This is an optimization exercise on Yosys and OpenROAD, whose aim is small area and a short achievable clock period, not a production implementation.
Function was checked by simulation only, so behaviour that the tests miss may differ from the original.
Power and IR drop assume default switching activity.

==> flow/design.v (outline; a module is shown in full before it is edited, if it fits) <==
// module fpmul_prep: 22 lines
// module fpmul_tree_0: 2582 lines
// module fpmul_tree_1: 348 lines
// module fpmul_fa: 10 lines
// module fpmul_han: 9 lines
// module fpmul_xnor2: 7 lines
// module fpmul_or2: 7 lines
// module fpmul_cpa_lo: 14 lines
// module fpmul_normalize: 17 lines
// module fpmul_round: 53 lines
// module fpmul_top: 94 lines
module fpmul_top (
	input  logic                  clk,
	input  logic                  rst,
	input  logic                  in_valid,
	input  logic [31:0]           a,
	input  logic [31:0]           b,
	output logic                  out_valid,
	output fpmul_pkg::fpmul_out_t out
);
  // ...
==> flow/flow/run.sh <==
#!/bin/bash
# The standard layout, with smaller port buffers: every input and output
# port still gets a buffer (buf_2 instead of the flow's default choice).
set -e
export BUFFER_PORTS_ARGS="-buffer_cell sky130_fd_sc_hd__buf_2"
cp standard.sh standard.sh.log
bash standard.sh > standard.log 2>&1
==> flow/standard.sh <==
#!/bin/bash
# synth_recipe.tcl (not shown) runs the flow's synth.tcl, then flattens the netlist and writes it again
# the make line also repeats each setting of config.mk as NAME=value (left out here)
make -C /OpenROAD-flow-scripts/flow DESIGN_CONFIG=/design/flow/config.mk WORK_HOME=/design/flow/orfs CLKGATE_MAP_FILE= SYNTH_SCRIPT=/design/flow/synth_recipe.tcl "${@:-finish}"
==> flow/config.mk <==
export PLATFORM = sky130hd
export DESIGN_NAME = fpmul_top
export DESIGN_NICKNAME = fpmul_top
export VERILOG_FILES = /design/flow/design.v
export SDC_FILE = /design/flow/constraint.sdc
export NUM_CORES = 4
export LEC_CHECK = 0
export CAP_MARGIN = 20
export CORE_MARGIN = 2
export CORE_UTILIZATION = 40
export CTS_CLUSTER_DIAMETER = 200
export CTS_CLUSTER_SIZE = 20
export SETUP_SLACK_MARGIN = 4.5
export SLEW_MARGIN = 20
export SYNTH_HIERARCHICAL = 1
export SYNTH_MINIMUM_KEEP_SIZE = 0
==> flow/constraint.sdc <==
create_clock -name core_clock -period 7.5 [get_ports {clk}]
set_input_delay 1.5000 -clock core_clock [delete_from_list [all_inputs] [get_ports {clk}]]
set_output_delay 1.5000 -clock core_clock [all_outputs]
set_load 0.01 [all_outputs]
==> flow_summary_export.csv, run 1 <==
group,metric,value,unit
layout,regMostFlops,"r2_mid",
layout,seqCellArea,7620,um2
synthesis,synth_simple_gate_area_share,12.6,%
die,die_y,267,um
power,p_seq,3.20,mW
status,outcome,"timing/DRC/antenna clean",
timing,drv_slew,0,
grt,grt_pass1_wl,107000,um
route,wirelength,68800,um
layout,fillers,6399,
timing,finalSetupViolations,0,
route,wl_per_cell,20.6,um
power,p_clk,1.20,mW
worst_setup_path,crit_buf_inv,2,
timing,timing.hold.ws,328,ps
clock_network,postCtsHoldBufs,0,
timing,grt_setup_unrepaired,"true",
clock_network,cts-root-buf,"clkbuf_16",
power,power.switching,4.77,mW
synthesis,synthTopCellsByCount,"614 x nand2_1, 493 x fa_1, 379 x dfxtp_1",
layout,areaGrowthSynthToFinish,3.08,%
min_path,worst_hold_startpoint,"r3_info[12]",
power,power.density,402,nW/um2
die,die_area,71500,um2
synthesis,ys_warn_count,8,
clock_network,clkTransAtPathRegs,90,ps
layout,clock_tree_area_fraction,1.99,%
worst_setup_path,reg2reg_slack,4460,ps
timing,fin_crit,3040,ps
layout,num-nonclk-inverters,116,
worst_setup_path,r2r-start,"r3_cin",
job,max-cap-violations,0,
synthesis,synth_top_area_share,35.6,%
worst_setup_path,critPathCapture,"r4_man[22]",
place,dp_cells,3275,
==> module fpmul_top, before the edit <==
module fpmul_top (
	input  logic                  clk,
	input  logic                  rst,
	input  logic                  in_valid,
	input  logic [31:0]           a,
	input  logic [31:0]           b,
	output logic                  out_valid,
	output fpmul_pkg::fpmul_out_t out
);
	localparam int MID_W = 152;   
	logic [4:0] valid;   
	fpmul_pkg::info_t  p_info, r2_info, r3_info, r4_info;
	logic [31:0]       r1_a, r1_b;
	logic [MID_W-1:0]  t_mid, r2_mid;
	logic [47:0]       t_sn, t_cn;       
	logic              l_cout, l_nz;
	logic [25:0]       r3_sn, r3_cn;
	logic              r3_cin, r3_lo_nz;
	logic              n_top, n_guard, n_sticky;
	logic [22:0]       n_man;
	logic              r4_top, r4_guard, r4_sticky;
	logic [22:0]       r4_man;
	fpmul_pkg::fpmul_out_t rnd, r5_out;
	fpmul_prep i_prep (
		.a    (r1_a),
		.b    (r1_b),
		.sign (p_info.sign),
		.exp  (p_info.exp),
		.nan  (p_info.nan),
		.inf  (p_info.inf),
		.zero (p_info.zero)
	);
	fpmul_tree_0 i_tree_0 (
		.x  ({1'b1, r1_a[22:0]}),   
		.y  ({1'b1, r1_b[22:0]}),
		.mo (t_mid)
	);
	fpmul_tree_1 i_tree_1 (
		.mi (r2_mid),
		.sn (t_sn),
		.cn (t_cn)
	);
	fpmul_cpa_lo i_cpa_lo (
		.sn    (t_sn[21:0]),
		.cn    (t_cn[21:0]),
		.cout  (l_cout),
		.lo_nz (l_nz)
	);
	fpmul_normalize i_normalize (
		.sn       (r3_sn),
		.cn       (r3_cn),
		.cin      (r3_cin),
		.lo_nz    (r3_lo_nz),
		.top      (n_top),
		.man      (n_man),
		.guard    (n_guard),
		.sticky   (n_sticky)
	);
	fpmul_round i_round (
		.sign     (r4_info.sign),
		.exp      (r4_info.exp),
		.nan      (r4_info.nan),
		.inf      (r4_info.inf),
		.zero     (r4_info.zero),
		.top      (r4_top),
		.man      (r4_man),
		.guard    (r4_guard),
		.sticky   (r4_sticky),
		.res      (rnd)
	);
	always_ff @(posedge clk) begin
		if (rst) valid <= '0;
		else     valid <= {valid[3:0], in_valid};
	end
	always_ff @(posedge clk) begin
		r1_a        <= a;
		r1_b        <= b;
		r2_mid      <= t_mid;
		r2_info     <= p_info;
		r3_sn       <= t_sn[47:22];
		r3_cn       <= t_cn[47:22];
		r3_cin      <= l_cout;
		r3_lo_nz    <= l_nz;
		r3_info     <= r2_info;
		r4_top      <= n_top;
		r4_man      <= n_man;
		r4_guard    <= n_guard;
		r4_sticky   <= n_sticky;
		r4_info     <= r3_info;
		r5_out      <= rnd;
	end
	assign out_valid = valid[4];
	assign out       = r5_out;
endmodule
==> run 2, diff against run 1 <==
--- a/flow/design.v
+++ b/flow/design.v
@@ -3140,8 +3140,8 @@
 );
 	localparam int MID_W = 152;   
 	logic [4:0] valid;   
-	fpmul_pkg::info_t  p_info, r2_info, r3_info, r4_info;
-	logic [31:0]       r1_a, r1_b;
+	fpmul_pkg::info_t  p_info, r1_info, r2_info, r3_info, r4_info;
+	logic [22:0]       r1_fa, r1_fb;
 	logic [MID_W-1:0]  t_mid, r2_mid;
 	logic [47:0]       t_sn, t_cn;       
 	logic              l_cout, l_nz;
@@ -3153,8 +3153,8 @@
 	logic [22:0]       r4_man;
 	fpmul_pkg::fpmul_out_t rnd, r5_out;
 	fpmul_prep i_prep (
-		.a    (r1_a),
-		.b    (r1_b),
+		.a    (a),
+		.b    (b),
 		.sign (p_info.sign),
 		.exp  (p_info.exp),
 		.nan  (p_info.nan),
@@ -3162,8 +3162,8 @@
 		.zero (p_info.zero)
 	);
 	fpmul_tree_0 i_tree_0 (
-		.x  ({1'b1, r1_a[22:0]}),   
-		.y  ({1'b1, r1_b[22:0]}),
+		.x  ({1'b1, r1_fa}),   
+		.y  ({1'b1, r1_fb}),
 		.mo (t_mid)
 	);
 	fpmul_tree_1 i_tree_1 (
@@ -3204,10 +3204,11 @@
 		else     valid <= {valid[3:0], in_valid};
 	end
 	always_ff @(posedge clk) begin
-		r1_a        <= a;
-		r1_b        <= b;
+		r1_fa       <= a[22:0];
+		r1_fb       <= b[22:0];
+		r1_info     <= p_info;
 		r2_mid      <= t_mid;
-		r2_info     <= p_info;
+		r2_info     <= r1_info;
 		r3_sn       <= t_sn[47:22];
 		r3_cn       <= t_cn[47:22];
 		r3_cin      <= l_cout;
--- a/flow/config.mk
+++ b/flow/config.mk
@@ -8,8 +8,6 @@
 export CAP_MARGIN = 20
 export CORE_MARGIN = 2
 export CORE_UTILIZATION = 40
-export CTS_CLUSTER_DIAMETER = 200
-export CTS_CLUSTER_SIZE = 20
 export SETUP_SLACK_MARGIN = 4.5
 export SLEW_MARGIN = 20
 export SYNTH_HIERARCHICAL = 1
==> run 2 against run 1 <==
Compared with the run above: combinational power fell by 3.1%; routed wire length is 2.3% lower; synthesized area shrank 0.29%; count of clock-buffer cells in the layout rose by 34; utilization is 0.81 points higher; register-to-register slack worse by 70 ps; non-clock buffer count fell by 15; sequential cell count decreased by 4; critical path type unchanged; critical endpoint is now r3_lo_nz.
==> flow_summary_export.csv, run 2 <==
group,metric,value,unit
status,outcome,"timing/DRC/antenna clean",
synthesis,synth_top_area_share,35.7,%
power,ir_drop,427,uV
timing,relSlewSlack,48.8,%
synthesis,synthCells,2536,
place,dp_hpwl,45900,um
route,wl_per_cell,19.9,um
power,sw_frac_of_total,39.3,%
timing,grt_setup_unrepaired,"true",
clock_network,cts_tree,"built",
synthesis,async_flop_share,0,%
timing,skew,34.9,ps
clock_network,cts_buffers,43,
synthesis,synth_area,27700,um2
route,wirelength,67200,um
layout,largest_reg_flops,152,
clock_network,clock_latency,580,ps
route,drt-vias-per-instance,5.10,
layout,regMostFlops,"r2_mid",
power,p_int,7.40,mW
grt,grt_max_degree,25,
layout,final_cells,3377,
job,max-cap-violations,0,
worst_setup_path,cp.required,7930,ps
clock_network,postCtsHoldBufs,0,
synthesis,synth_top_area_cell,"fa_1",
timing,fin_crit,3110,ps
grt,gr-total-overflow,0,
layout,final_common_cell,"nand2_1",
die,io_pins,104,
route,drc,0,
timing,setup_tns,0,ps
route,first_pass_iters,5,
grt,antenna_found_initial,5,
grt,grt_pass1_vias,19200,
die,core-area,68600,um2
timing,worst_pin_slew,765,ps
clock_network,clkTransAtPathRegs,60,ps
min_path,hp-class,"reg2reg",
layout,layout.nets,3068,
synthesis,synth_area_per_cell,10.9,um2
clock_network,clockBufferDepth,3,
place,io_buffers,103,
worst_setup_path,critPathLaunchType,"register",
layout,design_area,29200,um2
synthesis,seq_area_frac_synth,27.1,%
die,start_util,40.3,%
worst_setup_path,worstSetupPathType,"reg2reg",
timing,fmax,0.321,GHz
place,gp_congestion,0.831,
die,num_rows,96,
power,combinationalPowerShare,56.3,%
layout,reg.largest.list,"r2_mid: 152 flops, r5_out: 36 flops",
synthesis,synth_edf_count,0,
grt,grt_pass1_wl,105000,um
synthesis,synthTopCellsByCount,"614 x nand2_1, 493 x fa_1, 375 x dfxtp_1",
worst_setup_path,reg2reg_depth,9,
power,p_total,12.2,mW
timing,timing.hold.ws,319,ps
clock_network,numClockSinks,375,
synthesis,ys_seq_elements,375,
layout,drive_gt1_share,15.4,%
die,die_area,71300,um2
worst_setup_path,cp_max_fo,4,
synthesis,synth_area_leaders,"fa_1 36%, dfxtp_1 27%, nand2_1 8.3%, buf_4 6.9%, ha_1 4.1%",
timing,finalSetupViolations,0,
place,dp_cells,3265,
min_path,hold_depth,0,
synthesis,synth_most_common_cell,"nand2_1",
layout,final_cell_mix,"614 x nand2_1, 487 x fa_1, 355 x dfxtp_1, 112 x inv_1, 104 x buf_2",
synthesis,ys_types,78,
power,power.switching,4.79,mW
timing,hold_viol_final,0,
power,power_frac_seq,26.3,%
power,power.density,418,nW/um2
die,die-width,267,um
route,ant_nets,0,
worst_setup_path,arrival,3550,ps
die,die_y,267,um
clock_network,htreeDepth,2,
clock_network,cts-root-buf,"clkbuf_16",
synthesis,ys_warn_count,8,
timing,drv_slew,0,
power,power.leakage,11.5,nW
timing,post-route-period-util,41.5,%
grt,globalRouteTotalUtil,19.3,%
route,dr_total_vias,17200,
route,drt_iter0_drc,1332,
layout,antennaDiodeCount,0,
worst_setup_path,endpoint_kind,"register",
layout,areaGrowthSynthToFinish,5.39,%
place,placed_area,26700,um2
synthesis,synth-main-ff-cell,"dfxtp_1",
power,p_clk_share,17.5,%
## run 2: cell types whose count changed after synthesis, sizes merged
cell,before,now
dfxtp,379,375
## run 2: path summary, 6_finish.rpt
path                                  start        end  slack, ps
worst min register to register  r2_mid[148]  r3_sn[23]        320
worst max-delay path             r2_mid[47]   r3_lo_nz       4390
worst max register to register   r2_mid[47]   r3_lo_nz       4390
worst min-delay path            r2_mid[148]  r3_sn[23]        320
## run 2: cells by family after synthesis
kind of cell | synth area share (%)
and+or+nand+nor | 12.7
other | 0.0271
muxes | 1.11
adders and majority gates | 39.8
xor gates and xnor gates | 3.04
DFF | 27.1
buffers and inverters | 12.5
AOI/OAI and AO/OA | 3.67
## run 2: worst max-delay path, cell delays in order (launching register included)
cell and delay, ps:
dfxtp_1 310, fa_1 550, fa_1 460, or2_1 280
inv_1 100, ha_4 220, xnor2_1 120, nor4_1 250
nand4_1 130, or4_4 540
## run 2: repair_timing
item | CTS | global route
endpoints found under the setup margin | 170 | 86
gates cloned | 2 | 2
resized for setup | 52 | 112
pin swaps | 30 | 44
buffers inserted | 19 | 15
## run 2: final cells by class
class / count / area [um2]
clock buffers: 57 / 1240
clock inverters: 17 / 203
fillers: 6370 / 39400
inverters: 116 / 435
multi-input cells: 1705 / 17300
flip-flops and latches: 375 / 7560
well taps: 931 / 1160
repair buffers: 176 / 1280
## run 2: metrics by stage
stage / setup WS, ps / util (%)
after floorplan: 4510 / -
after global placement: 3650 / 38.9
after detailed placement: 3560 / 38.9
after CTS: 4420 / 41.7
after global routing: 4290 / 42.5
final: 4390 / 42.5
## run 2: metal layers
layer	track usage, %	up-vias	wire length, um
li1	-	7409	-
met1	23.7	8584	25800
met2	31.9	959	31700
met3	5.18	260	6880
met4	8.40	8	2850
met5	0	-	52
## run 2: power by group through the flow
stage / sequential, mW / combinational, mW / clock, mW
6_report: 3.20 / 6.86 / 2.13
3_5_place_dp: 3.24 / 6.03 / 0
4_1_cts: 3.20 / 6.42 / 2.19
2_1_floorplan: 3.16 / 6.18 / 0
5_1_grt: 3.28 / 7.69 / 2.26
3_3_place_gp: 3.23 / 5.87 / 0
## run 2: Yosys stat by module (local to each module, per instance), a selection
module | area, um2 | cells inside | times used
fpmul_normalize | 1760 | 242 | 1
fpmul_top | 7540 | 381 | 1
fpmul_xnor2 | 8.76 | 1 | 16
fpmul_tree_1 | 724 | 97 | 1
fpmul_round | 1470 | 237 | 1
fpmul_or2 | 6.26 | 1 | 16
==> run 3, diff against run 2 <==
--- a/flow/config.mk
+++ b/flow/config.mk
@@ -8,6 +8,8 @@
 export CAP_MARGIN = 20
 export CORE_MARGIN = 2
 export CORE_UTILIZATION = 40
+export CTS_CLUSTER_DIAMETER = 200
+export CTS_CLUSTER_SIZE = 20
 export SETUP_SLACK_MARGIN = 4.5
 export SLEW_MARGIN = 20
 export SYNTH_HIERARCHICAL = 1
==> run 3 against run 2 <==
Compared with the run above: still clean; setup slack better by 41 ps; die area is the same; maximum frequency grew 1.3%; non-clock buffer count unchanged; hold slack improved by 3.3 ps; synthesized cell count did not move; register-to-register slack improved by 40 ps; sequential share of layout area is 0.86 points higher; critical path type unchanged; largest cell class unchanged.
==> flow_summary_export.csv, run 3 <==
group,metric,value,unit
layout,largest_reg_flops,152,
die,core-area,68600,um2
timing,finalSetupViolations,0,
grt,globalRouteTotalUtil,19.1,%
route,drt_iter0_drc,1447,
route,wl_per_cell,20.1,um
power,ir_drop,364,uV
power,power.switching,4.55,mW
clock_network,cts-root-buf,"clkbuf_16",
synthesis,ys_types,78,
worst_setup_path,crit_buf_inv,1,
power,power_frac_seq,28.8,%
place,dp_hpwl,45900,um
route,drt-vias-per-instance,5.13,
layout,final_cells,3327,
layout,antennaDiodeCount,0,
die,die_area,71300,um2
worst_setup_path,cp.required,7940,ps
timing,fin_crit,3070,ps
timing,setup_tns,0,ps
timing,post-route-period-util,41.0,%
timing,drv_slew,0,
synthesis,async_flop_share,0,%
synthesis,synthTopCellsByCount,"614 x nand2_1, 493 x fa_1, 375 x dfxtp_1",
die,die-width,267,um
synthesis,ys_seq_elements,375,
synthesis,synth-main-ff-cell,"dfxtp_1",
clock_network,numClockSinks,375,
worst_setup_path,critPathSlowestCell,"fa_1",
route,dr_total_vias,17100,
layout,layout.nets,3047,
die,start_util,40.3,%
grt,gr-total-overflow,0,
grt,antenna_found_initial,4,
layout,final_cell_mix,"614 x nand2_1, 488 x fa_1, 357 x dfxtp_1, 113 x inv_1, 104 x buf_2",
status,outcome,"timing/DRC/antenna clean",
worst_setup_path,cp_max_fo,3,
timing,grt_setup_unrepaired,"true",
timing,relSlewSlack,48.5,%
power,combinationalPowerShare,60.4,%
power,p_clk_share,10.8,%
die,io_pins,104,
layout,reg.largest.list,"r2_mid: 152 flops, r5_out: 36 flops",
layout,multi_input_area,17200,um2
synthesis,ys_warn_count,8,
route,drc,0,
place,dp_cells,3265,
layout,seqCellArea,7550,um2
synthesis,seq_area_frac_synth,27.1,%
synthesis,synth_area_per_cell,10.9,um2
worst_setup_path,critPathLaunchType,"register",
layout,regMostFlops,"r2_mid",
place,io_buffers,103,
layout,drive_gt1_share,13.1,%
synthesis,synth_area_leaders,"fa_1 36%, dfxtp_1 27%, nand2_1 8.3%, buf_4 6.9%, ha_1 4.1%",
layout,final_common_cell,"nand2_1",
worst_setup_path,critical-path-top-delay-family,"adder cells",
route,ant_nets,0,
clock_network,htreeDepth,1,
timing,hold_viol_final,0,
synthesis,synth_top_area_cell,"fa_1",
clock_network,cts_tree,"built",
worst_setup_path,worstSetupPathType,"reg2reg",
route,wirelength,66900,um
power,sw_frac_of_total,41.1,%
timing,fmax,0.325,GHz
timing,skew,23.2,ps
timing,worst_pin_slew,769,ps
grt,grt_pass1_vias,18900,
power,power.leakage,11.0,nW
synthesis,synth_top_area_share,35.7,%
place,gp_congestion,0.831,
worst_setup_path,crit_chain,"fa_1, fa_1, or2_1, inv_1, ha_4, xnor2_1, nor4_1, nand4_1, or4_4",
synthesis,synth_edf_count,0,
min_path,hp-class,"reg2reg",
worst_setup_path,path_common_cell,"fa_1",
worst_setup_path,endpoint_kind,"register",
job,max-cap-violations,0,
synthesis,synth_area,27700,um2
power,p_int,6.53,mW
worst_setup_path,slowest_delay,550,ps
power,power.density,393,nW/um2
synthesis,synthCells,2536,
die,die_y,267,um
synthesis,synth_most_common_cell,"nand2_1",
clock_network,clockBufferDepth,3,
clock_network,cts_buffers,22,
route,first_pass_iters,6,
grt,grt_max_degree,25,
clock_network,clock_latency,570,ps
die,num_rows,96,
worst_setup_path,arrival,3510,ps
layout,areaGrowthSynthToFinish,1.99,%
layout,fillers,6473,
clock_network,clkTransAtPathRegs,90,ps
grt,grt_pass1_wl,105000,um
run 3: final cells by class:
type	count	share of cell area (%)
Clock buffer	22	1.95
Timing Repair Buffer	176	4.50
Inverter	116	1.54
Sequential cell	375	26.8
Clock inverter	2	0.0842
Multi-Input combinational cell	1705	61.0
Tap cell	931	4.13
run 3: worst paths after layout:
kind               from          to  slack (ps)  cells past startpoint
max          r2_mid[51]    r3_lo_nz        4430                      9
min          r2_info[9]  r3_info[9]         320                      0
max reg2reg  r2_mid[51]    r3_lo_nz        4430                      9
min reg2reg  r2_info[9]  r3_info[9]         320                      0
run 3: power by group through the flow:
| stage | Clock (mW) | Sequential (mW) | Combinational [mW] |
|---|---|---|---|
| 2_1_floorplan | 0 | 3.16 | 6.18 |
| 3_3_place_gp | 0 | 3.23 | 5.87 |
| 3_5_place_dp | 0 | 3.24 | 6.03 |
| 4_1_cts | 1.24 | 3.20 | 6.42 |
| 5_1_grt | 1.31 | 3.27 | 7.54 |
| 6_report | 1.19 | 3.19 | 6.69 |
run 3: timing repair:
action | 4_1_cts | 5_1_grt
hold buffers | 0 | 0
cloned | 2 | 2
endpoints found under the setup margin | 169 | 87
resized for setup | 49 | 96
buffers inserted | 18 | 16
pin swaps | 25 | 41
run 3: kinds of logic after synthesis:
family,Yosys count,share of synthesized area [%]
buf+inv,478,12.5
simple gates,830,12.7
fa+ha+maj,584,39.8
compound gates,146,3.67
other cells,2,0.0271
flops,375,27.1
mux,27,1.11
xor+xnor,94,3.04
run 3: stage by stage:
| stage | setup WS, ps | power [mW] | hold WS, ps | cell area (um2) | utilization [%] |
|---|---|---|---|---|---|
| floorplan | 4510 | 9.34 | 310 | 27800 | - |
| global placement | 3650 | 9.10 | 313 | 26700 | 38.9 |
| detailed placement | 3560 | 9.27 | 312 | 26700 | 38.9 |
| CTS | 4440 | 10.9 | 327 | 27700 | 40.4 |
| global route | 4320 | 12.1 | 327 | 28200 | 41.1 |
| finish | 4430 | 11.1 | 322 | 28200 | 41.1 |
run 3: per-module statistics from Yosys, one instance, submodules excluded, excerpt:
module | flops+latches | times used | area [um2] | cells inside
fpmul_normalize | 0 | 1 | 1760 | 242
fpmul_cpa_lo | 0 | 1 | 1100 | 146
fpmul_tree_0 | 0 | 1 | 4380 | 824
fpmul_round | 0 | 1 | 1470 | 237
fpmul_prep | 0 | 1 | 643 | 87
fpmul_xnor2 | 0 | 16 | 8.76 | 1
fpmul_top | 375 | 1 | 7540 | 381
fpmul_or2 | 0 | 16 | 6.26 | 1
fpmul_fa | 0 | 490 | 20.0 | 1
fpmul_tree_1 | 0 | 1 | 724 | 97
run 3: metal layers:
layer  GRT usage [%]  part of all wire, %  vias up  wire (um)
met5               0                0.057        -         38
met2            31.7                   47      939      31300
met1            24.0                   39     8526      25900
met4            7.23                  4.4        6       2920
li1                -                    -     7335          -
met3            4.70                   10      257       6700

re-timing with driven ports:
How much do the figures lean on ideal ports? The routed layouts below were timed once more, with nothing changed but the port constraints. Step 1: set_driving_cell puts a clkbuf_16 on clk and a buf_2 on each other input, an assumption about the parent block. Step 2 adds t to the input delays and takes it off the output delays; t is the mean of the earliest and latest rising clock arrival at the registers after step 1. Input paths then give back, and output paths get back, about the clock's delay inside the block. Slacks: ideal / step 1 / step 2; pairs: ideal / step 1.
run | t, ns | setup WS [ns] | worst setup path after step 2 | worst slew at a driven data input, ns
run 1 | 0.617 | 4.457 / 4.457 / 4.457 | register to register | 0.08
run 2 | 0.618 | 4.386 / 4.386 / 4.154 | input to register | 0.04
run 3 | 0.617 | 4.427 / 4.427 / 4.175 | input to register | 0.04
After both steps setup and hold are still met in every run listed. The setup slack of run 3, which loses most, moves by 0.000 ns with the drivers and by -0.252 ns with both steps.
